Context: an optimization exercise on an open-source flow, tuned for small area, a short achievable clock period and few clock cycles per item. The choices shown serve that exercise and are no tape-out recipe. RTL that was checked went through simulation tests only; none was proved equivalent to the original. The RTL of run 5 was laid out without a check of its function.

$ cat standard.sh
#!/bin/bash
# synth_recipe.tcl (not shown) runs the flow's synth.tcl, then flattens the netlist and writes it again
# the make line also repeats each setting of config.mk as NAME=value (left out here)
make -C /OpenROAD-flow-scripts/flow DESIGN_CONFIG=/design/flow/config.mk WORK_HOME=/design/flow/orfs CLKGATE_MAP_FILE= SYNTH_SCRIPT=/design/flow/synth_recipe.tcl "${@:-finish}"
$ cat config.mk
export PLATFORM = sky130hd
export DESIGN_NAME = multDivUnit
export DESIGN_NICKNAME = multDivUnit
export VERILOG_FILES = /design/flow/design.v
export SDC_FILE = /design/flow/constraint.sdc
export NUM_CORES = 4
export LEC_CHECK = 0
export ABC_AREA = 1
export CAP_MARGIN = 20
export CORE_MARGIN = 2
export CORE_UTILIZATION = 40
export SETUP_SLACK_MARGIN = 1.5
export SLEW_MARGIN = 20
$ cat design.v
`timescale 1ns/1ns
`default_nettype none
package mdPkg;
  localparam int XLen = 32;
  localparam logic [2:0] opMul    = 3'b000;
  localparam logic [2:0] opMulh   = 3'b001;
  localparam logic [2:0] opMulhsu = 3'b010;
  localparam logic [2:0] opMulhu  = 3'b011;
  localparam logic [2:0] opDiv    = 3'b100;
  localparam logic [2:0] opDivu   = 3'b101;
  localparam logic [2:0] opRem    = 3'b110;
  localparam logic [2:0] opRemu   = 3'b111;
endpackage
`default_nettype wire
`timescale 1ns/1ns
`default_nettype none
import mdPkg::*;
module multDivUnit (
  input  logic        clk,
  input  logic        reset,
  input  logic [2:0]  reqOp,
  input  logic [31:0] reqLOp,
  input  logic [31:0] reqROp,
  input  logic        reqValid,
  output logic        reqCredit,
  output logic [31:0] respResult,
  output logic        respDivByZero,
  output logic        respDivOverflow,
  output logic        respValid,
  input  logic        respCredit
);
  localparam logic [2:0] sGrant = 3'd0;   
  localparam logic [2:0] sWait  = 3'd1;   
  localparam logic [2:0] sPrep  = 3'd2;   
  localparam logic [2:0] sMul   = 3'd3;   
  localparam logic [2:0] sDiv   = 3'd4;   
  localparam logic [2:0] sCorr  = 3'd5;   
  localparam logic [2:0] sHold  = 3'd6;   
  localparam logic [2:0] sRfix  = 3'd7;   
  logic [2:0]  state;
  logic [1:0]  respCnt;
  logic [33:0] A;
  logic [34:0] H;
  logic [31:0] Lo;
  logic [4:0]  count;
  logic [5:0]  lzR;
  logic        isRem;
  logic        negR;
  logic        divAdd;
  logic        corr;
  logic        selLo;
  logic        dbz;
  logic        ovf;
  logic        yOne0;
  logic        yTwo0;
  logic        yInv0;
  logic        yOne1;
  logic        yTwo1;
  logic        yInv1;
  logic        yCin;
  logic        cin0;
  logic        qFix;
  function automatic logic [5:0] clz32(input logic [31:0] v);
    logic [15:0] v16;
    logic [7:0]  v8;
    logic [3:0]  v4;
    logic [1:0]  v2;
    logic        z16;
    logic        z8;
    logic        z4;
    logic        z2;
    z16 = (v[31:16] == 16'd0);
    v16 = z16 ? v[15:0] : v[31:16];
    z8  = (v16[15:8] == 8'd0);
    v8  = z8 ? v16[7:0] : v16[15:8];
    z4  = (v8[7:4] == 4'd0);
    v4  = z4 ? v8[3:0] : v8[7:4];
    z2  = (v4[3:2] == 2'd0);
    v2  = z2 ? v4[1:0] : v4[3:2];
    if (v == 32'd0) clz32 = 6'd32;
    else clz32 = {1'b0, z16, z8, z4, z2, ~v2[1]};
  endfunction
  function automatic logic [2:0] booth(input logic b1, input logic b0, input logic bm);
    booth = {b0 ^ bm, (b1 & ~b0 & ~bm) | (~b1 & b0 & bm), b1};
  endfunction
  logic        inDiv;
  logic        inSgnDiv;
  logic        inNegL;
  logic        inNegR;
  logic        inLZero;
  logic [5:0]  inLzL;
  logic [5:0]  inLzR;
  logic [2:0]  inBooth0;
  logic [2:0]  inBooth1;
  assign inDiv    = reqOp[2];
  assign inSgnDiv = reqOp[2] & ~reqOp[0];
  assign inNegL   = inSgnDiv & reqLOp[31];
  assign inNegR   = inSgnDiv & reqROp[31];
  assign inLZero  = inLzL[5] & ~inNegL;
  assign inLzL    = clz32(reqLOp ^ {32{inNegL}});
  assign inLzR    = clz32(reqROp ^ {32{inNegR}});
  assign inBooth0 = booth(reqROp[1], reqROp[0], 1'b0);
  assign inBooth1 = booth(reqROp[3], reqROp[2], reqROp[1]);
  logic [2:0]  nextBooth0;
  logic [2:0]  nextBooth1;
  assign nextBooth0 = booth(Lo[5], Lo[4], Lo[3]);
  assign nextBooth1 = booth(Lo[7], Lo[6], Lo[5]);
  logic [1:0] respCntNext;
  logic       avail;
  assign respCntNext = respCnt + {1'b0, respCredit} - {1'b0, respValid};
  assign avail       = (respCntNext != 2'd0);
  logic [36:0] aExt;
  logic [36:0] xVal;
  logic [36:0] yVal0;
  logic [36:0] yVal1;
  logic [36:0] csaS;
  logic [36:0] csaC;
  logic [36:0] sum;
  assign aExt  = {{3{A[33]}}, A};
  assign xVal  = {{2{H[34]}}, H};
  assign cin0   = yCin ^ (qFix & Lo[0]);
  assign yVal0  = (({37{yOne0}} & aExt) | ({37{yTwo0}} & {aExt[35:0], 1'b0})) ^ {37{yInv0}};
  assign yVal1 = (({37{yOne1}} & {aExt[34:0], 2'b0}) | ({37{yTwo1}} & {aExt[33:0], 3'b0})) ^ {37{yInv1}};
  assign csaS  = xVal ^ yVal0 ^ yVal1;
  assign csaC  = (xVal & yVal0) | (xVal & yVal1) | (yVal0 & yVal1);
  prefixAdd #(.N(37)) i_add (
    .a   (csaS),
    .b   ({csaC[35:0], yInv1}),
    .cin (cin0),
    .s   (sum)
  );
  logic [6:0] shAmt;
  logic       skipDiv;
  logic       qBit;
  logic       subNext;
  logic       fixNeed;
  logic       divNegL;
  logic [4:0] inLzLc;
  assign divNegL = divAdd ^ negR;
  assign qBit    = ~(sum[36] ^ negR);
  assign subNext = ~sum[36] ^ divNegL;
  assign fixNeed = isRem ? negR : divAdd;
  assign inLzLc  = (inLzL == 6'd32) ? 5'd31 : inLzL[4:0];
  assign shAmt   = {2'b0, count} + {6'd0, negR} - {1'b0, lzR};
  assign skipDiv = dbz | shAmt[6];
  logic       lastStep;
  logic [2:0] nextState;
  logic       respNow;
  logic       corrMul;
  logic       corrDiv;
  assign lastStep = (count == 5'd0);
  always_comb begin
    nextState = state;
    respNow   = 1'b0;
    corrMul   = 1'b0;
    corrDiv   = 1'b0;
    case (state)
      sGrant: begin
        nextState = sWait;
      end
      sWait: begin
        if (reqValid) begin
          nextState = inDiv ? sPrep : sMul;
        end
      end
      sPrep: begin
        if (!skipDiv) nextState = sDiv;
        else respNow = 1'b1;
      end
      sMul: begin
        if (lastStep) begin
          if (corr) begin
            nextState = sCorr;
            corrMul   = 1'b1;
          end else begin
            respNow = 1'b1;
          end
        end
      end
      sDiv: begin
        if (lastStep) begin
          if (isRem && !qBit) begin
            nextState = sRfix;
          end else if (fixNeed) begin
            nextState = sCorr;
            corrDiv   = ~isRem;
          end else begin
            respNow = 1'b1;
          end
        end
      end
      sRfix: begin
        if (negR) nextState = sCorr;
        else respNow = 1'b1;
      end
      default: begin   
        respNow = 1'b1;
      end
    endcase
    if (respNow) nextState = avail ? sGrant : sHold;
  end
  always_ff @(posedge clk) begin
    if (reset) begin
      qFix      <= 1'b0;
      state     <= sGrant;
      respCnt   <= 2'd0;
      reqCredit <= 1'b0;
      respValid <= 1'b0;
    end else begin
      state     <= nextState;
      qFix      <= (state == sDiv) && lastStep && !isRem && fixNeed;
      respCnt   <= respCntNext;
      reqCredit <= (state == sGrant);
      respValid <= respNow && avail;
    end
  end
  always_ff @(posedge clk) begin
    {yOne0, yTwo0, yInv0, yCin} <= 4'b0000;
    {yOne1, yTwo1, yInv1}       <= 3'b000;
    case (state)
      sWait: begin
        if (reqValid) begin
          if (inDiv) begin
            yInv0 <= inNegR;
          end else begin
            {yOne0, yTwo0, yInv0} <= inBooth0;
            yCin                  <= inBooth0[0];
            {yOne1, yTwo1, yInv1} <= inBooth1;
          end
        end
      end
      sPrep: begin
        if (!skipDiv) {yOne0, yInv0, yCin} <= {1'b1, ~divAdd, ~divAdd};
      end
      sMul: begin
        if (!lastStep) begin
          {yOne0, yTwo0, yInv0} <= nextBooth0;
          yCin                  <= nextBooth0[0];
          {yOne1, yTwo1, yInv1} <= nextBooth1;
        end else if (corr) begin
          yOne0 <= 1'b1;                           
        end
      end
      sDiv: begin
        if (!lastStep) begin
          {yOne0, yInv0, yCin} <= {1'b1, subNext, subNext};
        end else if (!isRem) begin
          if (fixNeed) {yOne0, yInv0, yCin} <= 3'b111;    
        end else if (!qBit) begin
          {yOne0, yInv0, yCin} <= {1'b1, divAdd, divAdd};
        end else begin
          yCin <= negR;                                   
        end
      end
      sRfix: begin
        yCin <= negR;                                     
      end
      default: begin
      end
    endcase
  end
  always_ff @(posedge clk) begin
    case (state)
      sWait: begin
        if (reqValid) H <= {{3{inNegR}}, reqROp} & {35{inDiv}};
        else H <= sum[34:0];
      end
      sMul: begin
        H <= {{2{sum[36]}}, sum[36:4]};
      end
      sDiv: begin
        if (lastStep && !isRem) H <= '0;
        else H <= sum[34:0];
      end
      default: begin
        H <= sum[34:0];
      end
    endcase
  end
  always_ff @(posedge clk) begin
    case (state)
      sWait: begin
        if (reqValid) begin
          A      <= {{2{reqLOp[31] & (inNegL | reqOp == opMulh | reqOp == opMulhsu)}}, reqLOp};
          Lo     <= reqROp;
          count  <= inDiv ? inLzLc : 5'd7;
          lzR    <= inLzR;
          isRem  <= reqOp[1];
          negR   <= inNegR;
          divAdd <= inNegL ^ inNegR;
          corr   <= ~reqOp[2] & reqOp[1] & reqROp[31];
          selLo  <= (reqOp == opMul) | (reqOp[2:1] == 2'b10);
          dbz    <= inDiv & inLZero;
          ovf    <= inLzL[5] & inNegL & (reqROp == 32'h8000_0000);
        end
      end
      sPrep: begin
        A     <= A << shAmt[4:0];
        count <= shAmt[4:0];
        if (skipDiv) selLo <= 1'b1;
        if (!(skipDiv && isRem)) Lo <= {32{dbz}};
      end
      sMul: begin
        Lo    <= {sum[3:0], Lo[31:4]};
        count <= count - 5'd1;
      end
      sDiv: begin
        Lo    <= {Lo[30:0], qBit};
        count <= count - 5'd1;
        if (lastStep) begin
          if (!isRem) begin
            A <= {2'b0, Lo[30:0], 1'b0};
            if (fixNeed) selLo <= 1'b0;
          end
        end else begin
          A <= {A[33], A[33:1]};
        end
      end
      default: begin
      end
    endcase
  end
  assign respResult      = selLo ? Lo : H[31:0];
  assign respDivByZero   = dbz;
  assign respDivOverflow = ovf;
endmodule
module prefixAdd #(
  parameter int N = 35
) (
  input  logic [N-1:0] a,
  input  logic [N-1:0] b,
  input  logic         cin,
  output logic [N-1:0] s
);
  localparam int L = $clog2(N + 1);
  logic [N:0] g [0:L];
  logic [N:0] p [0:L];
  assign g[0] = {a & b, cin};
  assign p[0] = {a ^ b, 1'b0};
  for (genvar l = 1; l <= L; l++) begin : g_level
    for (genvar i = 0; i <= N; i++) begin : g_bit
      if (i >= (1 << (l - 1))) begin : g_merge
        assign g[l][i] = g[l-1][i] | (p[l-1][i] & g[l-1][i - (1 << (l - 1))]);
        assign p[l][i] = p[l-1][i] & p[l-1][i - (1 << (l - 1))];
      end else begin : g_pass
        assign g[l][i] = g[l-1][i];
        assign p[l][i] = p[l-1][i];
      end
    end
  end
  assign s = p[0][N:1] ^ g[L][N-1:0];
endmodule
`default_nettype wire
$ cat flow/run.sh
#!/bin/bash
set -o pipefail
export BUFFER_PORTS_ARGS="-buffer_cell sky130_fd_sc_hd__buf_1"
bash standard.sh > standard.log 2>&1
$ cat constraint.sdc
create_clock -name core_clock -period 6.0 [get_ports {clk}]
set_input_delay 1.2000 -clock core_clock [delete_from_list [all_inputs] [get_ports {clk}]]
set_output_delay 1.2000 -clock core_clock [all_outputs]
set_load 0.01 [all_outputs]
==> impl_metrics.prom, run 1 <==
# TYPE chip_impl_metric gauge
chip_impl_metric{name="clock_tree.htree_level_count",unit=""} 4
chip_impl_metric{name="cts_buffers",unit=""} 17
chip_impl_info{name="timing.critical_path.cells",value="clkinvlp_4, buf_4, o22ai_1, xor2_1, fa_1, ha_1, nand2_1, nor2_1, nor2_1, o21ai_1, nand4_1, nand3_1, nand2_1, nand3_1, nand2_1, a221oi_1, nand2_1"} 1
chip_impl_metric{name="vertical_die_dimension",unit="um"} 197.0
chip_impl_metric{name="synthesis.instances",unit=""} 2213
chip_impl_info{name="synth_common_cells",value="572 x sky130_fd_sc_hd__nand2_1, 300 x sky130_fd_sc_hd__inv_1, 168 x sky130_fd_sc_hd__o21ai_0"} 1
chip_impl_metric{name="core_region_area",unit="um^2"} 36610
chip_impl_metric{name="areaGrowthSynthToFinish",unit="%"} 10.45
chip_impl_info{name="worst_r2r_startpoint",value="yOne0"} 1
chip_impl_metric{name="grt_pass1_vias",unit=""} 14980
chip_impl_metric{name="dr_vias",unit=""} 16110
chip_impl_metric{name="gp_routability_congestion",unit=""} 1.000
chip_impl_metric{name="post_dp_cell_area",unit="um^2"} 15720
chip_impl_metric{name="io_buffer_count",unit=""} 106
chip_impl_metric{name="maxCapViolCount",unit=""} 0
chip_impl_metric{name="ys.warnings.count",unit=""} 4
chip_impl_metric{name="post_synth_edffs",unit=""} 84
chip_impl_metric{name="antenna-diode-count",unit=""} 0
chip_impl_info{name="path_common_cell",value="sky130_fd_sc_hd__nand2_1"} 1
chip_impl_metric{name="maximum_number_of_pins_on_one_net_before_global_route_repair",unit=""} 66
chip_impl_metric{name="yosysUniqueCellTypes",unit=""} 61
chip_impl_metric{name="cts.sinks",unit=""} 134
chip_impl_info{name="min_from",value="state[0]"} 1
chip_impl_metric{name="number_of_antenna_violations_at_the_first_check_in_global_routing",unit=""} 0
chip_impl_metric{name="syn-mean-instance-area",unit="um^2"} 6.734
chip_impl_metric{name="detail_route.drc_violations",unit=""} 0
chip_impl_info{name="cell_type_with_the_highest_aggregate_area_in_the_netlist",value="sky130_fd_sc_hd__edfxtp_1"} 1
chip_impl_metric{name="synth_sequential_area_ratio",unit="%"} 23.64
chip_impl_info{name="run_status",value="no timing/DRC/antenna violations"} 1
chip_impl_metric{name="grt_usage",unit="%"} 32.96
chip_impl_metric{name="worst_clock_skew",unit="ps"} 13.53
chip_impl_metric{name="worst_ep_arrival_time",unit="ps"} 4510
chip_impl_metric{name="overall_routed_net_length",unit="mm"} 64.39
chip_impl_metric{name="worstMarginPinSlew",unit="ps"} 934.1
chip_impl_metric{name="finalNetCount",unit=""} 2437
chip_impl_metric{name="hpwl",unit="mm"} 50.74
chip_impl_metric{name="timing.reg2reg.setup_slack",unit="ps"} 1690
chip_impl_metric{name="horizontal_die_dimension",unit="um"} 197.0
chip_impl_info{name="capturing_element_type_of_the_critical_path",value="flop"} 1
chip_impl_metric{name="worstRegToRegCells",unit=""} 17
chip_impl_metric{name="clkLatencyLatePin",unit="ps"} 460
chip_impl_metric{name="timing.final.crit_period",unit="ps"} 4309
chip_impl_info{name="cts-root-buf",value="sky130_fd_sc_hd__clkbuf_16"} 1
chip_impl_metric{name="drt_iter0_markers",unit=""} 2072
chip_impl_metric{name="min_path_cells",unit=""} 2
chip_impl_info{name="unrepaired_setup_endpoints_after_global_routing",value="yes"} 1
chip_impl_metric{name="top_level_ports",unit=""} 107
chip_impl_metric{name="wire_per_inst",unit="um"} 23.35
chip_impl_metric{name="yosys_register_bits",unit=""} 134
chip_impl_metric{name="setup-violations-final",unit=""} 0
chip_impl_metric{name="drive_above_1_share",unit="%"} 6.026
chip_impl_info{name="postSynth.topFlopCell",value="sky130_fd_sc_hd__edfxtp_1"} 1
chip_impl_metric{name="asyncSetResetFlopFracSynth",unit="%"} 0
chip_impl_metric{name="drtAntennaViolNets",unit=""} 0
chip_impl_metric{name="fin_area",unit="um^2"} 16460
chip_impl_info{name="holdPathEnd",value="state[0]"} 1
chip_impl_metric{name="start_util",unit="%"} 40.70
chip_impl_metric{name="crit_required",unit="ps"} 6200
chip_impl_metric{name="delay_of_the_slowest_critical_path_stage",unit="ps"} 450
chip_impl_metric{name="fin_crit_sh",unit="%"} 71.81
chip_impl_metric{name="clk_pin_slew_worst_paths",unit="ps"} 70
chip_impl_metric{name="place_worst_setup_slack",unit="ps"} 1275
chip_impl_metric{name="crit_fanout",unit=""} 13
chip_impl_metric{name="final_critical_path_setup_slack",unit="ps"} 1691
chip_impl_info{name="worstHoldPathType",value="reg2reg"} 1
chip_impl_metric{name="maxSlewHeadroom",unit="%"} 37.16
chip_impl_metric{name="area_of_the_die",unit="um^2"} 38810
chip_impl_info{name="post-synth-top-count-cell",value="sky130_fd_sc_hd__nand2_1"} 1
chip_impl_info{name="crit_type",value="reg2reg"} 1
chip_impl_metric{name="cell_area_after_synthesis",unit="um^2"} 14900
chip_impl_metric{name="synth.net_count",unit=""} 2373
chip_impl_metric{name="max_freq",unit="MHz"} 232.1
chip_impl_info{name="crit_path_top_delay_cell",value="sky130_fd_sc_hd__dfxtp_2"} 1
chip_impl_metric{name="gr-total-overflow",unit=""} 0
chip_impl_metric{name="clockBufferDepth",unit=""} 2
chip_impl_metric{name="row_count",unit=""} 70
chip_impl_metric{name="dr.pass1.iters",unit=""} 6
chip_impl_metric{name="yosys.area.top_type_share",unit="%"} 16.93
chip_impl_metric{name="first_pass_grt_wire_length",unit="mm"} 95.08
chip_impl_info{name="cts_tree",value="done"} 1
chip_impl_info{name="cp-start-kind",value="flop"} 1
chip_impl_metric{name="via_per_inst",unit=""} 5.839
chip_impl_metric{name="final-hold-violation-count",unit=""} 0
chip_impl_info{name="r2r-end",value="Lo[0]"} 1
chip_impl_metric{name="timing.setup.tns",unit="ps"} 0
chip_impl_metric{name="drv_slew",unit=""} 0
chip_impl_info{name="synth_area_leaders",value="sky130_fd_sc_hd__edfxtp_1 17%, sky130_fd_sc_hd__nand2_1 14%, sky130_fd_sc_hd__inv_1 7.6%"} 1
## cells by family after synthesis
kind of cell | after synthesis | share of synthesized area [%]
XOR/XNOR | 146 | 8.631
adder cells (fa/ha/maj) | 89 | 9.337
flip-flops | 134 | 23.64
AO/OA/AOI/OAI | 463 | 18.85
AND/OR/NAND/NOR | 938 | 26.88
buffers and inverters | 416 | 10.83
multiplexers | 27 | 1.822
## how the worst max path moves through the flow
stage              from       end  cells past startpoint
6_report          yOne0     Lo[0]                     17
5_1_grt           yInv1  state[1]                     25
4_1_cts           yTwo0     H[29]                     17
3_5_place_dp   reqOp[2]  count[0]                     22
3_3_place_gp      yInv1  state[2]                     25
2_1_floorplan     yInv0     Lo[0]                     20
## per-stage QoR
stage / hold WS (ps) / utilization, % / std cells
after global placement: 545.0 / 42.95 / 2715
after CTS: 549.1 / 44.56 / 2748
after global routing: 605.8 / 44.96 / 2758
after detailed placement: 540.5 / 42.95 / 2715
after floorplan: 444.3 / - / 2213
final: 552.9 / 44.96 / 2758
## final cells by class
type | count | area [um^2]
Timing Repair Buffer | 144 | 698.2
Fill cell | 3896 | 20150
Tap cell | 468 | 585.6
Clock buffer | 18 | 429.2
Sequential cell | 134 | 3531
Timing Repair inverter | 3 | 22.52
Multi-Input combinational cell | 1663 | 9853
Clock inverter | 14 | 141.4
Inverter | 314 | 1199
## cells in the final DEF (no fill, tap or decap), types with 20 or more instances in the layout
cell	count
sky130_fd_sc_hd__nand2_1	572
sky130_fd_sc_hd__inv_1	296
sky130_fd_sc_hd__dfxtp_1	46
sky130_fd_sc_hd__ha_1	52
sky130_fd_sc_hd__nand4_1	41
sky130_fd_sc_hd__buf_1	106
sky130_fd_sc_hd__nand3_1	113
sky130_fd_sc_hd__nor2_1	141
sky130_fd_sc_hd__o22ai_1	70
sky130_fd_sc_hd__xor2_1	122
sky130_fd_sc_hd__o211ai_1	20
sky130_fd_sc_hd__o21ai_0	165
sky130_fd_sc_hd__a22oi_1	24
sky130_fd_sc_hd__edfxtp_1	84
sky130_fd_sc_hd__fa_1	37
sky130_fd_sc_hd__a21oi_1	86
sky130_fd_sc_hd__xnor2_1	22
sky130_fd_sc_hd__mux2i_1	26
sky130_fd_sc_hd__buf_4	35
## timing repair
item,CTS,global route
pin swaps,0,1
cloned,1,2
resized for setup,7,26
setup endpoints to repair,14,30
buffers inserted,0,8
hold buffers,0,0
## registers in the layout (all words and copies together) (netlist names), 2 cells and up
name / count
respCnt: 2
state: 3
H: 35
Lo: 32
A: 34
lzR: 6
count: 5
## worst max-delay path, delay by kind of cell, from the launching register on
family | cells | cell delay (ps)
compound gates | 3 | 780
xor+xnor | 1 | 220
fa+ha+maj | 2 | 850
buf+inv | 2 | 450
flops | 1 | 450
simple gates | 9 | 1320
## per-layer routing
| layer | share of wire, % | vias to the layer above | track usage, % |
|---|---|---|---|
| li1 | - | 7509 | - |
| met1 | 43 | 7551 | 46.80 |
| met2 | 43 | 950 | 50.46 |
| met3 | 11 | 95 | 6.386 |
| met4 | 3.0 | 0 | 10.25 |
| met5 | 0 | - | 0 |
Testbench counts, summed over its fixed seeds: cycles 34,639, ops 3,200.
==> run 2, diff against run 1 <==
--- a/config.mk
+++ b/config.mk
@@ -7,3 +7,2 @@
 export LEC_CHECK = 0
-export ABC_AREA = 1
 export CAP_MARGIN = 20
==> run 2 against run 1 <==
Effect of this change:
- utilization down 0.44 points
- critical endpoint is now lzR[1]
- non-clock buffer count fell by 3
- wire length is 3.8% lower
- cell area shrank 1.4%
- maximum frequency hardly changed
- still clean on timing, DRC and antenna
==> impl_metrics.prom, run 2 <==
# TYPE chip_impl_metric gauge
chip_impl_info{name="run_status",value="no timing/DRC/antenna violations"} 1
chip_impl_metric{name="hpwl",unit="mm"} 45.41
chip_impl_metric{name="first_pass_grt_wire_length",unit="mm"} 90.81
chip_impl_metric{name="final-hold-violation-count",unit=""} 0
chip_impl_metric{name="top_level_ports",unit=""} 107
chip_impl_metric{name="ys.warnings.count",unit=""} 4
chip_impl_metric{name="io_buffer_count",unit=""} 106
chip_impl_metric{name="yosys_register_bits",unit=""} 134
chip_impl_metric{name="dr.pass1.iters",unit=""} 7
chip_impl_info{name="synth_area_leaders",value="sky130_fd_sc_hd__edfxtp_1 17%, sky130_fd_sc_hd__dfxtp_1 6.8%, sky130_fd_sc_hd__nand2_1 6.5%"} 1
chip_impl_metric{name="finalCoreUtilization",unit="%"} 44.52
chip_impl_metric{name="vertical_die_dimension",unit="um"} 196.1
chip_impl_info{name="r2r-end",value="state[2]"} 1
chip_impl_metric{name="setup-violations-final",unit=""} 0
chip_impl_metric{name="gp_routability_congestion",unit=""} 0.9688
chip_impl_info{name="reg_top3",value="H x35, A x34, Lo x32"} 1
chip_impl_info{name="max_flop_register",value="H"} 1
chip_impl_metric{name="timing.final.crit_period",unit="ps"} 4308
chip_impl_info{name="cell_type_with_the_highest_aggregate_area_in_the_netlist",value="sky130_fd_sc_hd__edfxtp_1"} 1
chip_impl_metric{name="drv_slew",unit=""} 0
chip_impl_metric{name="synth.net_count",unit=""} 2078
chip_impl_metric{name="yosysUniqueCellTypes",unit=""} 88
chip_impl_metric{name="horizontal_die_dimension",unit="um"} 196.1
chip_impl_metric{name="core_region_area",unit="um^2"} 36430
chip_impl_metric{name="post_synth_edffs",unit=""} 84
chip_impl_metric{name="overall_routed_net_length",unit="mm"} 61.97
chip_impl_metric{name="finalNetCount",unit=""} 2087
chip_impl_metric{name="timing.reg2reg.setup_slack",unit="ps"} 1690
chip_impl_metric{name="row_count",unit=""} 70
chip_impl_metric{name="cell_area_after_synthesis",unit="um^2"} 14750
chip_impl_metric{name="wire_per_inst",unit="um"} 25.73
chip_impl_info{name="cp-start-kind",value="primary input"} 1
chip_impl_info{name="crit_path_end",value="lzR[1]"} 1
chip_impl_info{name="cts_tree",value="done"} 1
chip_impl_metric{name="crit_required",unit="ps"} 6200
chip_impl_metric{name="number_of_antenna_violations_at_the_first_check_in_global_routing",unit=""} 2
chip_impl_metric{name="asyncSetResetFlopFracSynth",unit="%"} 0
chip_impl_metric{name="timing.setup.tns",unit="ps"} 0
chip_impl_metric{name="via_per_inst",unit=""} 6.520
chip_impl_info{name="cts-root-buf",value="sky130_fd_sc_hd__clkbuf_16"} 1
chip_impl_metric{name="post_dp_cell_area",unit="um^2"} 15450
chip_impl_metric{name="worstMarginPinSlew",unit="ps"} 920.8
chip_impl_info{name="final_cell_mix",value="254 x sky130_fd_sc_hd__nand2_1, 169 x sky130_fd_sc_hd__a21oi_1, 133 x sky130_fd_sc_hd__inv_1"} 1
chip_impl_info{name="synth_common_cells",value="255 x sky130_fd_sc_hd__nand2_1, 172 x sky130_fd_sc_hd__a21oi_1, 133 x sky130_fd_sc_hd__inv_1"} 1
chip_impl_metric{name="num-fill-cells",unit=""} 3725
chip_impl_metric{name="antenna-diode-count",unit=""} 0
chip_impl_metric{name="crit_fanout",unit=""} 22
chip_impl_metric{name="synthesis.instances",unit=""} 1918
chip_impl_metric{name="grt_usage",unit="%"} 31.46
chip_impl_metric{name="maxSlewHeadroom",unit="%"} 38.61
chip_impl_info{name="capturing_element_type_of_the_critical_path",value="flop"} 1
chip_impl_info{name="post-synth-top-count-cell",value="sky130_fd_sc_hd__nand2_1"} 1
chip_impl_metric{name="cts.sinks",unit=""} 134
chip_impl_metric{name="yosys.area.top_type_share",unit="%"} 17.10
chip_impl_metric{name="worstRegToRegCells",unit=""} 15
chip_impl_metric{name="synth_sequential_area_ratio",unit="%"} 23.88
chip_impl_metric{name="drt_iter0_markers",unit=""} 1944
chip_impl_info{name="crit_type",value="in2reg"} 1
chip_impl_info{name="layout_commonest_cell",value="sky130_fd_sc_hd__nand2_1"} 1
chip_impl_metric{name="syn-mean-instance-area",unit="um^2"} 7.692
chip_impl_metric{name="max_freq",unit="MHz"} 232.1
chip_impl_info{name="worstHoldPathType",value="reg2reg"} 1
chip_impl_metric{name="fin_area",unit="um^2"} 16220
chip_impl_metric{name="maxCapViolCount",unit=""} 0
chip_impl_metric{name="dr_vias",unit=""} 15700
chip_impl_metric{name="grt_pass1_vias",unit=""} 14450
chip_impl_metric{name="start_util",unit="%"} 40.49
chip_impl_metric{name="detail_route.drc_violations",unit=""} 0
chip_impl_info{name="cp-startpoint",value="reqROp[31]"} 1
chip_impl_metric{name="drtAntennaViolNets",unit=""} 0
chip_impl_metric{name="number_of_flip_flops_in_the_largest_register",unit=""} 35
chip_impl_metric{name="area_of_the_die",unit="um^2"} 38440
chip_impl_metric{name="drive_above_1_share",unit="%"} 7.010
chip_impl_metric{name="maximum_number_of_pins_on_one_net_before_global_route_repair",unit=""} 58
chip_impl_metric{name="clockBufferDepth",unit=""} 2
chip_impl_metric{name="clkLatencyLatePin",unit="ps"} 460
chip_impl_metric{name="cts_buffers",unit=""} 17
chip_impl_info{name="worst_r2r_startpoint",value="yOne1"} 1
chip_impl_info{name="unrepaired_setup_endpoints_after_global_routing",value="no"} 1
chip_impl_metric{name="areaGrowthSynthToFinish",unit="%"} 9.947
chip_impl_metric{name="clk_pin_slew_worst_paths",unit="ps"} 60
chip_impl_metric{name="fin_crit_sh",unit="%"} 71.80
chip_impl_metric{name="gr-total-overflow",unit=""} 0
chip_impl_metric{name="worst_clock_skew",unit="ps"} 13.53
chip_impl_metric{name="clock_tree.htree_level_count",unit=""} 4
chip_impl_metric{name="worst_ep_arrival_time",unit="ps"} 4510
chip_impl_info{name="postSynth.topFlopCell",value="sky130_fd_sc_hd__edfxtp_1"} 1
[run 2: changes by cell type in the layout (fill, tap and decap cells not counted), moves of 45 or more]
cell                      delta
sky130_fd_sc_hd__a22oi_1    +45
sky130_fd_sc_hd__xor2_1     -73
sky130_fd_sc_hd__nor2_1     -46
sky130_fd_sc_hd__inv_1     -163
sky130_fd_sc_hd__nand2_1   -318
sky130_fd_sc_hd__o22ai_1    -62
sky130_fd_sc_hd__a21oi_1    +83
sky130_fd_sc_hd__xnor2_1    +52
[run 2: how the worst min path moves through the flow]
| stage | from | to | slack (ps) | depth (start not counted) |
|---|---|---|---|---|
| 4_1_cts | respCnt[1] | respCnt[1] | 650 | 3 |
| 2_1_floorplan | Lo[31] | Lo[27] | 530 | 2 |
| 5_1_grt | respCnt[1] | respCnt[1] | 690 | 3 |
| 3_5_place_dp | respCnt[1] | respCnt[1] | 630 | 3 |
| 3_3_place_gp | respCnt[1] | respCnt[1] | 610 | 3 |
| 6_report | respCnt[1] | respCnt[1] | 640 | 3 |
[run 2: worst max-delay path: stages]
cell                              delay [ps]
sky130_fd_sc_hd__clkdlybuf4s15_1         640
sky130_fd_sc_hd__nand3b_4                290
sky130_fd_sc_hd__inv_1                   160
sky130_fd_sc_hd__mux2i_1                 350
sky130_fd_sc_hd__a211o_2                 400
sky130_fd_sc_hd__o21ai_0                 180
sky130_fd_sc_hd__a221oi_1                650
sky130_fd_sc_hd__o2111ai_1               260
sky130_fd_sc_hd__o221ai_1                140
sky130_fd_sc_hd__a21oi_1                  80
sky130_fd_sc_hd__nor2b_1                 140
[run 2: per-stage QoR]
step | setup WS, ps | instances | hold slack [ps]
2_1_floorplan | 1844 | 1918 | 534.1
3_3_place_gp | 1056 | 2373 | 612.8
3_5_place_dp | 1137 | 2373 | 629.1
4_1_cts | 1522 | 2406 | 648.1
5_1_grt | 1513 | 2408 | 692.2
6_report | 1692 | 2408 | 641.3
[run 2: cell type report]
class                      count  area, um^2  share of cell area, %
inverter                     134       505.5                  3.116
timing repair buffer         141       689.4                  4.250
multi-input combinational   1499       10270                  63.32
tap                          468       585.6                  3.610
sequential                   134        3538                  21.81
clock inverter                13       167.7                  1.034
clock buffer                  19       464.2                  2.862
[run 2: cell families after synthesis]
| group | Yosys count | share of synthesized area, % |
|---|---|---|
| compound gates | 613 | 27.50 |
| xor+xnor | 128 | 7.743 |
| fa+ha+maj | 89 | 9.430 |
| buf+inv | 285 | 7.369 |
| flops | 134 | 23.88 |
| mux | 55 | 4.588 |
| simple gates | 614 | 19.49 |
[run 2: per-layer routing]
layer  GRT usage, %  vias to the layer above  part of all wire, %
li1               -                     7001                    -
met1          43.30                     7502                   41
met2          47.45                      998                   44
met3          4.985                      199                  9.7
met4          16.72                        0                  5.4
met5              0                        -                    0
[run 2: timing repair]
item	CTS	global route
pin swaps	2	2
setup buffers	1	2
hold buffers	0	0
endpoints found under the setup margin	21	28
endpoints found under the hold margin	0	0
resized for setup	13	15
==> run 3, diff against run 2 <==
--- a/config.mk
+++ b/config.mk
@@ -10,3 +10,4 @@
 export CORE_UTILIZATION = 40
-export SETUP_SLACK_MARGIN = 1.5
+export CTS_BUF_LIST = sky130_fd_sc_hd__clkbuf_8
+export SETUP_SLACK_MARGIN = 1.7
 export SLEW_MARGIN = 20
==> run 3 against run 2 <==
Effect of this change:
- still clean on timing, DRC and antenna
- global-route usage down 0.16 points
- synthesized cell count unchanged
- clock skew up 12 ps
- critical path depth up 3
- utilization up 0.73 points
==> impl_metrics.prom, run 3 <==
# TYPE chip_impl_metric gauge
chip_impl_info{name="synth_common_cells",value="255 x sky130_fd_sc_hd__nand2_1, 172 x sky130_fd_sc_hd__a21oi_1, 133 x sky130_fd_sc_hd__inv_1"} 1
chip_impl_metric{name="setup-violations-final",unit=""} 0
chip_impl_metric{name="crit_fanout",unit=""} 7
chip_impl_metric{name="post_dp_cell_area",unit="um^2"} 15450
chip_impl_info{name="crit_type",value="reg2reg"} 1
chip_impl_metric{name="area_of_the_die",unit="um^2"} 38440
chip_impl_metric{name="row_count",unit=""} 70
chip_impl_metric{name="start_util",unit="%"} 40.49
chip_impl_metric{name="cts_buffers",unit=""} 17
chip_impl_info{name="run_status",value="no timing/DRC/antenna violations"} 1
chip_impl_metric{name="yosysUniqueCellTypes",unit=""} 88
chip_impl_metric{name="timing.reg2reg.setup_slack",unit="ps"} 1750
chip_impl_info{name="postSynth.topFlopCell",value="sky130_fd_sc_hd__edfxtp_1"} 1
chip_impl_metric{name="yosys_register_bits",unit=""} 134
chip_impl_info{name="cp-start-kind",value="flop"} 1
chip_impl_metric{name="via_per_inst",unit=""} 6.506
chip_impl_metric{name="post_synth_edffs",unit=""} 84
chip_impl_metric{name="synth_sequential_area_ratio",unit="%"} 23.88
chip_impl_metric{name="synth.net_count",unit=""} 2078
chip_impl_info{name="cts-root-buf",value="sky130_fd_sc_hd__clkbuf_8"} 1
chip_impl_metric{name="syn-mean-instance-area",unit="um^2"} 7.692
chip_impl_info{name="unrepaired_setup_endpoints_after_global_routing",value="no"} 1
chip_impl_metric{name="clock_tree.htree_level_count",unit=""} 4
chip_impl_metric{name="maximum_number_of_pins_on_one_net_before_global_route_repair",unit=""} 58
chip_impl_metric{name="drt_iter0_markers",unit=""} 2091
chip_impl_metric{name="antenna-diode-count",unit=""} 0
chip_impl_metric{name="final_critical_path_setup_slack",unit="ps"} 1749
chip_impl_metric{name="fin_crit_sh",unit="%"} 70.84
chip_impl_metric{name="vertical_die_dimension",unit="um"} 196.1
chip_impl_metric{name="first_pass_grt_wire_length",unit="mm"} 90.57
chip_impl_info{name="capturing_element_type_of_the_critical_path",value="flop"} 1
chip_impl_metric{name="cell_area_after_synthesis",unit="um^2"} 14750
chip_impl_metric{name="crit_required",unit="ps"} 6390
chip_impl_info{name="worstHoldPathType",value="reg2reg"} 1
chip_impl_metric{name="gp_routability_congestion",unit=""} 0.9688
chip_impl_info{name="cp_top_family",value="simple AND/OR/NAND/NOR gates"} 1
chip_impl_metric{name="timing.setup.tns",unit="ps"} 0
chip_impl_info{name="synth_area_leaders",value="sky130_fd_sc_hd__edfxtp_1 17%, sky130_fd_sc_hd__dfxtp_1 6.8%, sky130_fd_sc_hd__nand2_1 6.5%"} 1
chip_impl_metric{name="io_buffer_count",unit=""} 106
chip_impl_metric{name="timing.final.crit_period",unit="ps"} 4251
chip_impl_info{name="post-synth-top-count-cell",value="sky130_fd_sc_hd__nand2_1"} 1
chip_impl_metric{name="horizontal_die_dimension",unit="um"} 196.1
chip_impl_info{name="layout_commonest_cell",value="sky130_fd_sc_hd__nand2_1"} 1
chip_impl_metric{name="ys.warnings.count",unit=""} 4
chip_impl_metric{name="grt_usage",unit="%"} 31.31
chip_impl_metric{name="detail_route.drc_violations",unit=""} 0
chip_impl_metric{name="number_of_antenna_violations_at_the_first_check_in_global_routing",unit=""} 1
chip_impl_metric{name="cts-hold-fix-buffers",unit=""} 0
chip_impl_metric{name="number_of_flip_flops_in_the_largest_register",unit=""} 35
chip_impl_metric{name="worstMarginPinSlew",unit="ps"} 913.6
chip_impl_metric{name="worst_clock_skew",unit="ps"} 25.06
chip_impl_metric{name="path_buf_inv",unit=""} 1
chip_impl_metric{name="worst_ep_arrival_time",unit="ps"} 4640
chip_impl_metric{name="clkLatencyLatePin",unit="ps"} 500
chip_impl_info{name="final_cell_mix",value="254 x sky130_fd_sc_hd__nand2_1, 168 x sky130_fd_sc_hd__a21oi_1, 132 x sky130_fd_sc_hd__inv_1"} 1
chip_impl_info{name="reg_top3",value="H x35, A x34, Lo x32"} 1
chip_impl_metric{name="clockBufferDepth",unit=""} 2
chip_impl_metric{name="gr-total-overflow",unit=""} 0
chip_impl_metric{name="drtAntennaViolNets",unit=""} 0
chip_impl_metric{name="hold_slack",unit="ps"} 645.9
chip_impl_info{name="cell_type_with_the_highest_aggregate_area_in_the_netlist",value="sky130_fd_sc_hd__edfxtp_1"} 1
chip_impl_metric{name="areaGrowthSynthToFinish",unit="%"} 11.76
chip_impl_metric{name="dr_vias",unit=""} 15920
chip_impl_metric{name="cts.sinks",unit=""} 134
chip_impl_metric{name="delay_of_the_slowest_critical_path_stage",unit="ps"} 570
chip_impl_metric{name="fin_area",unit="um^2"} 16490
chip_impl_metric{name="maxCapViolCount",unit=""} 0
chip_impl_info{name="cts_tree",value="done"} 1
chip_impl_metric{name="maxSlewHeadroom",unit="%"} 39.09
chip_impl_metric{name="overall_routed_net_length",unit="mm"} 62.54
chip_impl_metric{name="hpwl",unit="mm"} 45.41
chip_impl_metric{name="drive_above_1_share",unit="%"} 10.36
chip_impl_info{name="crit_path_top_delay_cell",value="sky130_fd_sc_hd__edfxtp_1"} 1
chip_impl_metric{name="num-fill-cells",unit=""} 3719
chip_impl_metric{name="asyncSetResetFlopFracSynth",unit="%"} 0
chip_impl_metric{name="core_region_area",unit="um^2"} 36430
chip_impl_metric{name="yosys.area.top_type_share",unit="%"} 17.10
chip_impl_metric{name="finalNetCount",unit=""} 2126
chip_impl_metric{name="final-hold-violation-count",unit=""} 0
chip_impl_metric{name="wire_per_inst",unit="um"} 25.56
chip_impl_metric{name="place_worst_setup_slack",unit="ps"} 1137
chip_impl_info{name="max_flop_register",value="H"} 1
chip_impl_metric{name="clk_pin_slew_worst_paths",unit="ps"} 90
chip_impl_metric{name="max_freq",unit="MHz"} 235.3
chip_impl_metric{name="dr.pass1.iters",unit=""} 6
chip_impl_metric{name="top_level_ports",unit=""} 107
chip_impl_info{name="timing.critical_path.cells",value="a22oi_1, xor2_1, fa_1, inv_1, ha_1, and3_2, nor2b_2, nand3_1, a311oi_2, a41oi_4, mux2i_2, or3_4, and2_4, o41ai_2"} 1
chip_impl_metric{name="synthesis.instances",unit=""} 1918
chip_impl_metric{name="drv_slew",unit=""} 0
chip_impl_metric{name="grt_pass1_vias",unit=""} 14360
## run 3: layout make-up
| cell class | count | area (um^2) | area share (%) |
|---|---|---|---|
| multi-input cells | 1499 | 10420 | 63.17 |
| flip-flops and latches | 134 | 3538 | 21.46 |
| repair buffers | 179 | 987.2 | 5.987 |
| well taps | 468 | 585.6 | 3.551 |
| inverters | 134 | 511.7 | 3.103 |
| clock buffers | 18 | 247.7 | 1.502 |
| clock inverters | 14 | 197.7 | 1.199 |
| repair inverters | 1 | 5.005 | 0.03035 |
## run 3: metrics by stage
step	utilization [%]	cells
2_1_floorplan	-	1918
3_3_place_gp	42.40	2373
3_5_place_dp	42.41	2373
4_1_cts	43.90	2406
5_1_grt	45.26	2447
6_report	45.26	2447
## run 3: logic make-up after synthesis
logic type / Yosys count / share of synthesized area (%)
simple gates: 614 / 19.49
compound gates: 613 / 27.50
buf+inv: 285 / 7.369
flops: 134 / 23.88
xor+xnor: 128 / 7.743
fa+ha+maj: 89 / 9.430
mux: 55 / 4.588
## run 3: routing by layer
metal,vias to the layer above,part of all wire (%),GRT usage [%]
li1,7088,-,-
met1,7626,41,43.31
met2,1012,44,47.62
met3,193,10,4.951
met4,0,5.0,15.21
met5,-,0,0
## run 3: final timing paths
kind                            startpoint  cells past startpoint          to
worst min register to register  respCnt[1]                      3  respCnt[1]
worst max register to register       A[18]                     14    state[2]
worst min-delay path            respCnt[1]                      3  respCnt[1]
worst max-delay path                 A[18]                     14    state[2]
## run 3: worst register-to-register path, delay by kind of cell (launching register included)
family / cells / cell delay, ps
simple gates: 5 / 1200
compound gates: 4 / 1080
fa+ha+maj: 2 / 880
flops: 1 / 570
mux: 1 / 250
xor+xnor: 1 / 130
buf+inv: 1 / 40
## run 3: repair_timing
action | in CTS | in global routing
gates cloned | 0 | 1
setup buffers | 1 | 40
pin swaps | 2 | 6
gates resized for setup | 23 | 39
endpoints found under the setup margin | 31 | 24
==> run 4, diff against run 3 <==
--- a/config.mk
+++ b/config.mk
@@ -11,3 +11,4 @@
 export CTS_BUF_LIST = sky130_fd_sc_hd__clkbuf_8
-export SETUP_SLACK_MARGIN = 1.7
+export PLACE_DENSITY = 0.75
+export SETUP_SLACK_MARGIN = 1.5
 export SLEW_MARGIN = 20
==> run 4 against run 3 <==
Effect of this change:
- wire length is 7.0% lower
- still clean on timing, DRC and antenna
- cell area is 3.1% lower
- synthesized cell count stayed put
- hold slack better by 3.4 ps
- critical path depth is 2 higher
- maximum frequency is 2.5% lower
- cell count is 1.6% lower
- die area stayed put
- sequential share of layout area is 0.67 points higher
==> impl_metrics.prom, run 4 <==
# TYPE chip_impl_metric gauge
chip_impl_metric{name="setup-violations-final",unit=""} 0
chip_impl_metric{name="syn-mean-instance-area",unit="um^2"} 7.692
chip_impl_metric{name="dp_cells",unit=""} 2374
chip_impl_metric{name="grt_use_met2",unit="%"} 46.22
chip_impl_info{name="final_cell_mix",value="254 x sky130_fd_sc_hd__nand2_1, 171 x sky130_fd_sc_hd__a21oi_1, 133 x sky130_fd_sc_hd__inv_1"} 1
chip_impl_metric{name="wire_per_inst",unit="um"} 24.14
chip_impl_metric{name="horizontal_die_dimension",unit="um"} 196.1
chip_impl_metric{name="yosysUniqueCellTypes",unit=""} 88
chip_impl_metric{name="worstMarginPinSlew",unit="ps"} 1069
chip_impl_metric{name="yosys.area.top_type_share",unit="%"} 17.10
chip_impl_metric{name="dr.pass1.iters",unit=""} 10
chip_impl_metric{name="number_of_antenna_violations_at_the_first_check_in_global_routing",unit=""} 1
chip_impl_metric{name="cts_buffers",unit=""} 17
chip_impl_info{name="cts-root-buf",value="sky130_fd_sc_hd__clkbuf_8"} 1
chip_impl_metric{name="drv_slew",unit=""} 0
chip_impl_info{name="post-synth-top-count-cell",value="sky130_fd_sc_hd__nand2_1"} 1
chip_impl_metric{name="clock_tree.htree_level_count",unit=""} 4
chip_impl_metric{name="cts.sinks",unit=""} 134
chip_impl_metric{name="maxCapViolCount",unit=""} 0
chip_impl_metric{name="gr-total-overflow",unit=""} 0
chip_impl_metric{name="maxSlewHeadroom",unit="%"} 28.76
chip_impl_metric{name="fin_crit_sh",unit="%"} 72.68
chip_impl_info{name="layout_commonest_cell",value="sky130_fd_sc_hd__nand2_1"} 1
chip_impl_metric{name="maximum_number_of_pins_on_one_net_before_global_route_repair",unit=""} 64
chip_impl_metric{name="first_pass_grt_wire_length",unit="mm"} 87.55
chip_impl_metric{name="crit_fanout",unit=""} 29
chip_impl_metric{name="grt_usage",unit="%"} 29.74
chip_impl_metric{name="post_synth_edffs",unit=""} 84
chip_impl_metric{name="overall_routed_net_length",unit="mm"} 58.15
chip_impl_info{name="max_flop_register",value="H"} 1
chip_impl_metric{name="cell_area_after_synthesis",unit="um^2"} 14750
chip_impl_metric{name="finalCoreUtilization",unit="%"} 43.84
chip_impl_metric{name="worst_clock_skew",unit="ps"} 19.09
chip_impl_metric{name="row_count",unit=""} 70
chip_impl_metric{name="core_region_area",unit="um^2"} 36430
chip_impl_info{name="global_route.peak_usage_layer",value="met2"} 1
chip_impl_info{name="run_status",value="no timing/DRC/antenna violations"} 1
chip_impl_metric{name="via_per_inst",unit=""} 6.582
chip_impl_metric{name="timing.setup.tns",unit="ps"} 0
chip_impl_metric{name="hpwl",unit="mm"} 43.59
chip_impl_info{name="postSynth.topFlopCell",value="sky130_fd_sc_hd__edfxtp_1"} 1
chip_impl_info{name="reg_top3",value="H x35, A x34, Lo x32"} 1
chip_impl_metric{name="area_of_the_die",unit="um^2"} 38440
chip_impl_metric{name="cts-hold-fix-buffers",unit=""} 0
chip_impl_metric{name="timing.final.crit_period",unit="ps"} 4361
chip_impl_metric{name="io_buffer_count",unit=""} 106
chip_impl_info{name="synth_area_leaders",value="sky130_fd_sc_hd__edfxtp_1 17%, sky130_fd_sc_hd__dfxtp_1 6.8%, sky130_fd_sc_hd__nand2_1 6.5%"} 1
chip_impl_metric{name="gr-usage-met3",unit="%"} 7.736
chip_impl_metric{name="clkLatencyLatePin",unit="ps"} 480
chip_impl_info{name="synth_common_cells",value="255 x sky130_fd_sc_hd__nand2_1, 172 x sky130_fd_sc_hd__a21oi_1, 133 x sky130_fd_sc_hd__inv_1"} 1
chip_impl_metric{name="asyncSetResetFlopFracSynth",unit="%"} 0
chip_impl_metric{name="drive_above_1_share",unit="%"} 6.701
chip_impl_info{name="crit_type",value="reg2reg"} 1
chip_impl_info{name="capturing_element_type_of_the_critical_path",value="flop"} 1
chip_impl_metric{name="synth_sequential_area_ratio",unit="%"} 23.88
chip_impl_metric{name="crit_required",unit="ps"} 6340
chip_impl_metric{name="synth.net_count",unit=""} 2078
chip_impl_metric{name="use_met1",unit="%"} 37.37
chip_impl_metric{name="finalNetCount",unit=""} 2088
chip_impl_metric{name="vertical_die_dimension",unit="um"} 196.1
chip_impl_metric{name="dr_vias",unit=""} 15860
chip_impl_metric{name="ys.warnings.count",unit=""} 4
chip_impl_metric{name="grt_pass1_vias",unit=""} 14930
chip_impl_metric{name="drtAntennaViolNets",unit=""} 0
chip_impl_metric{name="detail_route.drc_violations",unit=""} 0
chip_impl_metric{name="start_util",unit="%"} 40.49
chip_impl_metric{name="gp_routability_congestion",unit=""} 0.9910
chip_impl_metric{name="areaGrowthSynthToFinish",unit="%"} 8.269
chip_impl_metric{name="hold_slack",unit="ps"} 649.3
chip_impl_metric{name="max_freq",unit="MHz"} 229.3
chip_impl_metric{name="yosys_register_bits",unit=""} 134
chip_impl_metric{name="synthesis.instances",unit=""} 1918
chip_impl_metric{name="number_of_flip_flops_in_the_largest_register",unit=""} 35
chip_impl_info{name="cts_tree",value="done"} 1
chip_impl_info{name="cell_type_with_the_highest_aggregate_area_in_the_netlist",value="sky130_fd_sc_hd__edfxtp_1"} 1
chip_impl_metric{name="post_layout_nonfiller_instances",unit=""} 2409
chip_impl_metric{name="final-hold-violation-count",unit=""} 0
chip_impl_info{name="worstHoldPathType",value="reg2reg"} 1
chip_impl_metric{name="clk_pin_slew_worst_paths",unit="ps"} 100
chip_impl_metric{name="drt_iter0_markers",unit=""} 2165
chip_impl_info{name="cp-start-kind",value="flop"} 1
chip_impl_info{name="unrepaired_setup_endpoints_after_global_routing",value="no"} 1
chip_impl_metric{name="worst_ep_arrival_time",unit="ps"} 4700
chip_impl_metric{name="top_level_ports",unit=""} 107
chip_impl_metric{name="clockBufferDepth",unit=""} 2
[run 4: cell counts after synthesis]
No cell type changed its count.
[run 4: through the flow]
step | worst slack, ps | area (um^2)
after floorplan | 1844 | 14750
final | 1639 | 15970
after detailed placement | 1245 | 15450
after global routing | 1493 | 15970
after global placement | 1332 | 15450
after CTS | 1479 | 15900
[run 4: layout make-up]
cell class	instances	area, um^2
diodes	1	2.502
clock buffers	19	261.5
clock inverters	12	153.9
fillers	3729	20460
inverters	134	506.7
multi-input cells	1499	10240
flip-flops and latches	134	3535
well taps	468	585.6
repair buffers	142	686.9
[run 4: kinds of logic (layout without fill, tap and decap cells)]
| family | count (synthesis) | count (layout) | synth area share [%] |
|---|---|---|---|
| simple gates | 614 | 614 | 19.49 |
| mux | 55 | 55 | 4.588 |
| compound gates | 613 | 613 | 27.50 |
| fa+ha+maj | 89 | 89 | 9.430 |
| flops | 134 | 134 | 23.88 |
| xor+xnor | 128 | 128 | 7.743 |
| other cells | 0 | 1 | 0 |
| buf+inv | 285 | 307 | 7.369 |
[run 4: final timing paths]
check / from / to / slack [ps] / cells past startpoint
worst max register to register: yInv1 / H[33] / 1640 / 16
worst min register to register: respCnt[1] / respCnt[1] / 650 / 3
worst max-delay path: yInv1 / H[33] / 1640 / 16
worst min-delay path: respCnt[1] / respCnt[1] / 650 / 3
[run 4: worst max-delay path, stage by stage (launching register included)]
cell	delay, ps
sky130_fd_sc_hd__dfxtp_1	350
sky130_fd_sc_hd__buf_8	190
sky130_fd_sc_hd__clkinvlp_4	130
sky130_fd_sc_hd__buf_8	200
sky130_fd_sc_hd__xnor2_1	180
sky130_fd_sc_hd__fa_1	510
sky130_fd_sc_hd__inv_1	40
sky130_fd_sc_hd__ha_1	420
sky130_fd_sc_hd__nand2_1	140
sky130_fd_sc_hd__or3_1	460
sky130_fd_sc_hd__nor3_2	290
sky130_fd_sc_hd__a41oi_4	230
sky130_fd_sc_hd__buf_4	200
sky130_fd_sc_hd__nand3_1	160
sky130_fd_sc_hd__a21oi_1	90
sky130_fd_sc_hd__nor2_1	400
sky130_fd_sc_hd__o21ai_0	200
[run 4: routing by layer]
metal,wire length (um),share of wire (%)
met1,21900,38
met2,25470,44
met3,6927,12
met4,3847,6.6
met5,0,0
[run 4: what timing repair did]
item	4_1_cts	5_1_grt
resized for setup	7	14
setup endpoints to repair	23	27
pin swaps	0	2
setup buffers	0	3
==> run 5, diff against run 4 <==
--- a/design.v
+++ b/design.v
@@ -56,5 +56,2 @@
   logic        yInv0;
-  logic        yOne1;
-  logic        yTwo1;
-  logic        yInv1;
   logic        yCin;
@@ -93,3 +90,2 @@
   logic [2:0]  inBooth0;
-  logic [2:0]  inBooth1;
   assign inDiv    = reqOp[2];
@@ -102,7 +98,4 @@
   assign inBooth0 = booth(reqROp[1], reqROp[0], 1'b0);
-  assign inBooth1 = booth(reqROp[3], reqROp[2], reqROp[1]);
   logic [2:0]  nextBooth0;
-  logic [2:0]  nextBooth1;
-  assign nextBooth0 = booth(Lo[5], Lo[4], Lo[3]);
-  assign nextBooth1 = booth(Lo[7], Lo[6], Lo[5]);
+  assign nextBooth0 = booth(Lo[3], Lo[2], Lo[1]);
   logic [1:0] respCntNext;
@@ -111,19 +104,11 @@
   assign avail       = (respCntNext != 2'd0);
-  logic [36:0] aExt;
-  logic [36:0] xVal;
-  logic [36:0] yVal0;
-  logic [36:0] yVal1;
-  logic [36:0] csaS;
-  logic [36:0] csaC;
-  logic [36:0] sum;
-  assign aExt  = {{3{A[33]}}, A};
-  assign xVal  = {{2{H[34]}}, H};
+  logic [34:0] aExt;
+  logic [34:0] yVal0;
+  logic [34:0] sum;
+  assign aExt   = {A[33], A};
   assign cin0   = yCin ^ (qFix & Lo[0]);
-  assign yVal0  = (({37{yOne0}} & aExt) | ({37{yTwo0}} & {aExt[35:0], 1'b0})) ^ {37{yInv0}};
-  assign yVal1 = (({37{yOne1}} & {aExt[34:0], 2'b0}) | ({37{yTwo1}} & {aExt[33:0], 3'b0})) ^ {37{yInv1}};
-  assign csaS  = xVal ^ yVal0 ^ yVal1;
-  assign csaC  = (xVal & yVal0) | (xVal & yVal1) | (yVal0 & yVal1);
-  prefixAdd #(.N(37)) i_add (
-    .a   (csaS),
-    .b   ({csaC[35:0], yInv1}),
+  assign yVal0  = (({35{yOne0}} & aExt) | ({35{yTwo0}} & {aExt[33:0], 1'b0})) ^ {35{yInv0}};
+  prefixAdd #(.N(35)) i_add (
+    .a   (H),
+    .b   (yVal0),
     .cin (cin0),
@@ -139,4 +124,4 @@
   assign divNegL = divAdd ^ negR;
-  assign qBit    = ~(sum[36] ^ negR);
-  assign subNext = ~sum[36] ^ divNegL;
+  assign qBit    = ~(sum[34] ^ negR);
+  assign subNext = ~sum[34] ^ divNegL;
   assign fixNeed = isRem ? negR : divAdd;
@@ -218,3 +203,2 @@
     {yOne0, yTwo0, yInv0, yCin} <= 4'b0000;
-    {yOne1, yTwo1, yInv1}       <= 3'b000;
     case (state)
@@ -227,3 +211,2 @@
             yCin                  <= inBooth0[0];
-            {yOne1, yTwo1, yInv1} <= inBooth1;
           end
@@ -238,3 +221,2 @@
           yCin                  <= nextBooth0[0];
-          {yOne1, yTwo1, yInv1} <= nextBooth1;
         end else if (corr) begin
@@ -265,6 +247,6 @@
         if (reqValid) H <= {{3{inNegR}}, reqROp} & {35{inDiv}};
-        else H <= sum[34:0];
+        else H <= sum;
       end
       sMul: begin
-        H <= {{2{sum[36]}}, sum[36:4]};
+        H <= {{2{sum[34]}}, sum[34:2]};
       end
@@ -272,6 +254,6 @@
         if (lastStep && !isRem) H <= '0;
-        else H <= sum[34:0];
+        else H <= sum;
       end
       default: begin
-        H <= sum[34:0];
+        H <= sum;
       end
@@ -285,3 +267,3 @@
           Lo     <= reqROp;
-          count  <= inDiv ? inLzLc : 5'd7;
+          count  <= inDiv ? inLzLc : 5'd15;
           lzR    <= inLzR;
@@ -303,3 +285,3 @@
       sMul: begin
-        Lo    <= {sum[3:0], Lo[31:4]};
+        Lo    <= {sum[1:0], Lo[31:2]};
         count <= count - 5'd1;
--- a/config.mk
+++ b/config.mk
@@ -10,5 +10,3 @@
 export CORE_UTILIZATION = 40
-export CTS_BUF_LIST = sky130_fd_sc_hd__clkbuf_8
-export PLACE_DENSITY = 0.75
-export SETUP_SLACK_MARGIN = 1.5
+export SETUP_SLACK_MARGIN = 2.0
 export SLEW_MARGIN = 20
==> run 5 against run 4 <==
Effect of this change:
- still clean
- die area is 14% lower
- synthesized cell count is 16% lower
- non-clock buffer count is 13 higher
- cell area is 11% lower
- via count is 14% lower
- critical path depth is 4 lower
- worst setup slack better by 480 ps
- sequential share of layout area is 2.2 points higher
- highest routed layer unchanged
- synthesized area is 14% lower
==> impl_metrics.prom, run 5 <==
# TYPE chip_impl_metric gauge
chip_impl_metric{name="areaGrowthSynthToFinish",unit="%"} 12.81
chip_impl_metric{name="crit_fanout",unit=""} 16
chip_impl_metric{name="timing.final.crit_period",unit="ps"} 3878
chip_impl_metric{name="clockBufferDepth",unit=""} 2
chip_impl_metric{name="gp_routability_congestion",unit=""} 0.9674
chip_impl_metric{name="cts_buffers",unit=""} 17
chip_impl_metric{name="dp_cells",unit=""} 2029
chip_impl_metric{name="num-fill-cells",unit=""} 3164
chip_impl_metric{name="asyncSetResetFlopFracSynth",unit="%"} 0
chip_impl_metric{name="fin_crit_sh",unit="%"} 64.64
chip_impl_metric{name="finalNetCount",unit=""} 1786
chip_impl_metric{name="worstMarginPinSlew",unit="ps"} 1066
chip_impl_info{name="crit_type",value="in2reg"} 1
chip_impl_metric{name="synthesis.instances",unit=""} 1607
chip_impl_metric{name="clk_pin_slew_worst_paths",unit="ps"} 70
chip_impl_metric{name="area_of_the_die",unit="um^2"} 33060
chip_impl_info{name="cell_type_with_the_highest_aggregate_area_in_the_netlist",value="sky130_fd_sc_hd__edfxtp_1"} 1
chip_impl_metric{name="start_util",unit="%"} 40.40
chip_impl_metric{name="clock_tree.htree_level_count",unit=""} 4
chip_impl_info{name="post-synth-top-count-cell",value="sky130_fd_sc_hd__nand2_1"} 1
chip_impl_info{name="run_status",value="no timing/DRC/antenna violations"} 1
chip_impl_info{name="reg_top3",value="H x35, A x34, Lo x32"} 1
## run 5: changes by cell type in the layout (fill, tap and decap cells not counted), sizes merged, moves of 13 or more
cell,delta
buf,+13
mux2,+32
nand3,-14
nand2,-44
fa,-35
o21ai,-34
a22oi,-27
mux2i,+14
inv,-82
xor2,-36
## run 5: metal layers
metal / GRT usage (%) / vias up / wire length (um)
li1: - / 6148 / -
met5: 0 / - / 0
met4: 12.46 / 0 / 2229
met2: 49.04 / 767 / 23800
met3: 4.954 / 152 / 4838
met1: 42.06 / 6591 / 21710
## run 5: worst max-delay path by stage
stage / from / endpoint / cells past startpoint
2_1_floorplan: reqROp[23] / lzR[0] / 12
3_3_place_gp: reqOp[2] / count[0] / 10
3_5_place_dp: reqOp[2] / count[0] / 10
4_1_cts: yOne0 / H[28] / 13
5_1_grt: yOne0 / H[31] / 15
6_report: reqROp[24] / lzR[0] / 12
## run 5: critical path: stages
cell and delay [ps]:
sky130_fd_sc_hd__buf_1 230, sky130_fd_sc_hd__or4_4 600, sky130_fd_sc_hd__nor4_4 230, sky130_fd_sc_hd__o221ai_4 170
sky130_fd_sc_hd__buf_4 210, sky130_fd_sc_hd__o211a_2 360, sky130_fd_sc_hd__nor2b_1 160, sky130_fd_sc_hd__or3_1 330
sky130_fd_sc_hd__a21oi_2 170, sky130_fd_sc_hd__nand2_1 60, sky130_fd_sc_hd__a311oi_1 280, sky130_fd_sc_hd__nor2_1 60
## run 5: cell type report
class / count / area (um^2) / area share, %
multi-input combinational: 1316 / 8755 / 61.36
tap: 402 / 503.0 / 3.525
timing repair buffer: 155 / 800.8 / 5.612
clock buffer: 17 / 425.4 / 2.981
sequential: 131 / 3475 / 24.35
clock inverter: 15 / 145.1 / 1.017
inverter: 44 / 165.2 / 1.157
## run 5: cells by family (layout without fill, tap and decap cells)
group | after synthesis | after routing | synth area share (%)
adder cells (fa/ha/maj) | 50 | 50 | 5.065
AND/OR/NAND/NOR | 552 | 552 | 20.44
flip-flops | 131 | 131 | 27.38
multiplexers | 97 | 97 | 8.596
AO/OA/AOI/OAI | 528 | 529 | 27.31
buffers and inverters | 161 | 231 | 5.005
XOR/XNOR | 88 | 88 | 6.202
## run 5: what timing repair did
action | in CTS | in global routing
gates cloned | 0 | 1
pin swaps | 5 | 4
setup endpoints to repair | 44 | 32
buffers inserted | 7 | 10
hold buffers | 0 | 0
gates resized for setup | 17 | 11
## run 5: stage by stage
stage | setup slack (ps)
after global placement | 1143
after global routing | 1947
after floorplan | 2137
after detailed placement | 1044
after CTS | 2049
final | 2122

re-timing with driven ports:
The flow's constraints put no driver on any port. The routed layouts listed below were extracted and timed again, unchanged, in two steps. Step 1, drivers: a clkbuf_16 drives clk and a buf_2 each remaining input, both assumed. Step 2, shift: input delay + t, output delay - t, t = (earliest + latest rising clock arrival at the registers) / 2. This alone moves slack from input paths to output paths. a / b / c = ideal / step 1 / step 2; a / b = the first two.
run	t (ns)	setup WS [ns]	worst hold slack (ns)
run 1	0.506	1.691 / 1.691 / 1.419	0.553 / 0.553 / 0.553
run 2	0.504	1.692 / 1.695 / 1.220	0.641 / 0.641 / 0.641
run 3	0.542	1.749 / 1.749 / 1.466	0.646 / 0.646 / 0.646
run 4	0.523	1.639 / 1.639 / 1.477	0.649 / 0.649 / 0.649
run 5	0.484	2.122 / 2.151 / 1.667	0.667 / 0.667 / 0.667
After both steps setup and hold are still met in every run listed. The setup slack of run 2, which loses most, moves by +0.003 ns with the drivers and by -0.472 ns with both steps.
